This is an optimization exercise on Yosys and OpenROAD, whose aim is small area, a short achievable clock period and few clock cycles per item, not a production implementation.
The RTL was checked by simulation tests, not by an equivalence proof against the original design.
Power and IR drop assume default switching activity.

== run G ==
## buffer_pool_ratio_fit_cache_top
module buffer_pool_ratio_fit_cache_top (
  input  logic               clk,
  input  logic               rst,
  input  logic               s_tvalid,
  output logic               s_tready,
  input  logic [87:0]        s_tdata,    
  output logic               m_tvalid,
  input  logic               m_tready,
  output logic [135:0]       m_tdata,    
  input  logic               cfg_we,
  input  logic               cfg_index,
  input  logic [RATIO_W-1:0] cfg_data
);
  localparam int N = TBL_DEPTH;
  logic [RATIO_W-1:0] ratio;
  logic [THR_W-1:0]   drop_threshold;
  logic       busy;
  logic [4:0] ptr;    
  logic [N-1:0] rc;
  logic        a_valid, b_valid;
  logic [81:0] a_data, b_data;
  logic [1:0]          act;
  logic [SIZE_W-1:0]   rsize;
  logic [HANDLE_W-1:0] rhandle;
  assign act     = a_data[1:0];
  assign rsize   = a_data[33:2];
  assign rhandle = a_data[81:34];
  logic                o_valid;
  logic [2:0]          o_status;
  logic [HANDLE_W-1:0] o_h;
  logic [SIZE_W-1:0]   o_s;
  logic                o_ev, o_hsel;
  logic [N-1:0]               f_valid;
  logic [N-1:0][SIZE_W-1:0]   f_size, f_scaled;
  logic [N-1:0][HANDLE_W-1:0] f_handle;
  logic [CNT_W-1:0]           f_count;
  logic [N-1:0][N-1:0]        f_older, f_gt;    
  logic [N-1:0]               pend;     
  logic [N-1:0]               gpend;    
  logic [SIZE_W-1:0]          p_size;
  logic                       gfix;     
  logic [N-1:0]               u_valid;
  logic [N-1:0][SIZE_W-1:0]   u_size;
  logic [N-1:0][HANDLE_W-1:0] u_handle;
  logic [CNT_W-1:0]           u_count;
  logic [N-1:0][N-1:0]        u_older;
  logic used_full, free_full, evict_ok, alloc_go, rel_go;
  assign used_full = u_count[CNT_W-1];
  assign free_full = f_count[CNT_W-1];
  assign alloc_go  = a_valid && !busy && !gfix && (act == ACT_ALLOC) && !used_full;
  assign rel_go    = a_valid && !busy && (act == ACT_RELEASE);
  assign evict_ok  = (f_count != '0) && (f_count >= CNT_W'(drop_threshold));
  for (genvar i = 0; i < N; i++) begin : g_rc
    assign rc[i] = busy && (ptr == 5'(i));
  end
  logic [N-1:0] u_match, u_first;
  logic         found;
  logic [SIZE_W-1:0] u_rd_size;
  always_comb begin
    for (int i = 0; i < N; i++)
      u_match[i] = rel_go && u_valid[i] && (u_handle[i] == rhandle);
    for (int i = 0; i < N; i++) begin
      u_first[i] = u_match[i];
  ...
For scale: about 14000 cells after synthesis, roughly 3900 flip-flops, about 240 I/O pins, about 0.19 mm2 of cells after synthesis.
clock: 13.0 ns
lec_check: 0
abc_clock_period_in_ps: 6000
cap_margin: 20
core_margin: 2
core_utilization: 45
place_density: 0.55
setup_slack_margin: 5
slew_margin: 20
run.sh (not shown) runs the stock make flow with config.mk's settings and CLKGATE_MAP_FILE= SYNTH_SCRIPT=/design/flow/synth_recipe.tcl, a recipe that flattens the netlist after the stock synthesis.
Run G: done, clean on timing, DRC and antenna
Testbench counts of run G, summed over its fixed seeds: cycles 12,659, items 12,000.
The inputs of run C differ from those of run G as listed below.
-- flow/config.mk --
<<< run G, line 7
export LEC_CHECK = 0
export ABC_CLOCK_PERIOD_IN_PS = 6000
export CAP_MARGIN = 20
>>> run C, line 7
export LEC_CHECK = 0
export CAP_MARGIN = 20
<<< run G, line 12
export PLACE_DENSITY = 0.55
export SETUP_SLACK_MARGIN = 5
export SLEW_MARGIN = 20
>>> run C, line 11
export PLACE_DENSITY = 0.55
export SLEW_MARGIN = 20
[summary]
On run C: met3 routed wirelength is 9700 um lower than what run G gave. Diff run C and run G: headroom to the max-slew limit higher in run G. Relative to run G, wire length decreased by 2.5% in run C. Max global-route usage across run C and run G: run G. Run C reports a lower worst hold slack than run G does. [run C vs run G] post-CTS setup buffer count: lower in run C. [compare] base=run G new=run C: clock buffer count in the final layout increased by 14 relative to the old numbers; growth of design area from synthesis to finish decreased by 3.3 points relative to the old numbers; combinational power decreased by about 5% relative to the old numbers. Of run C and run G, the higher worst setup slack after layout belongs to run G. Against run G as the reference, run C delivers a lower power.

--- another note on this design; it stands on its own ---

== run G ==
==> flow/design.v (excerpt) <==
module buffer_pool_ratio_fit_cache_top (
  input  logic               clk,
  input  logic               rst,
  input  logic               s_tvalid,
  output logic               s_tready,
  input  logic [87:0]        s_tdata,    
  output logic               m_tvalid,
  input  logic               m_tready,
  output logic [135:0]       m_tdata,    
  input  logic               cfg_we,
  input  logic               cfg_index,
  input  logic [RATIO_W-1:0] cfg_data
);
clock: 13.0 ns
lec_check: 0
cap_margin: 35
core_margin: 2
core_utilization: 40
place_density: 0.5
slew_margin: 35
standard.sh (not shown) runs the stock make flow with config.mk's settings and CLKGATE_MAP_FILE= SYNTH_SCRIPT=/design/flow/synth_recipe.tcl, a recipe that flattens the netlist after the stock synthesis.
==> flow/flow/run.sh <==
#!/bin/bash
set -euo pipefail
bash standard.sh SETUP_SLACK_MARGIN=8 finish > make.log 2>&1
Run G: full flow OK, the timing, DRC and antenna checks passed
Testbench counts of run G, summed over its fixed seeds: cycles 12,521, items 12,000.
Relative to run G, the following input files were edited for run C:
==> flow/flow/run.sh <==
#!/bin/bash
set -euo pipefail
bash standard.sh SETUP_SLACK_MARGIN=7.5 finish > make.log 2>&1
Results
Average cell area after synthesis came out exactly the same in run C and run G. Compared with run G, in run C mux contribution to synthesized area closely matched the old numbers, post-synthesis instance total barely changed, clock-cell share of area grew by 0.30 points, total routed wirelength dropped about 4%. Run G has a higher layout-stage area growth over the synthesis result than run C. Run C falls short of run G in maximum clock frequency. In the reports for run C and run G, the smaller number of cells upsized or downsized after cts belongs to run C. Comparing run C and run G, the higher top fanout value on the critical path was measured on run G.

port drivers added, routing unchanged:
No port has a modelled driver above. Below, the same layouts with a new extraction and two added sets of constraints. Step 1 sets driving cells, clkbuf_16 on the clock port and buf_2 on the other inputs (assumed; they add their load-dependent delay and slew). Step 2 moves the port delays by t, midway between the first and last clock arrival at a register: inputs arrive t later, outputs are due t later. That takes back most of the time a late clock gives input paths. a / b / c = no drivers / after step 1 / after step 2; a / b = the first two.
run | t, ns | setup slack, ns | cell pins on the clock port's net
run G of note 1 | 1.163 | 4.814 / 4.814 / 4.814 | 1
run C of note 1 | 1.123 | 1.838 / 1.838 / 1.838 | 1
run G of note 2 | 1.199 | 7.484 / 7.484 / 6.813 | 1
run C of note 2 | 1.191 | 7.229 / 7.229 / 6.310 | 1
After both steps setup and hold are still met in every run listed. The setup slack of run C of note 2, which loses most, moves by 0.000 ns with the drivers and by -0.919 ns with both steps.
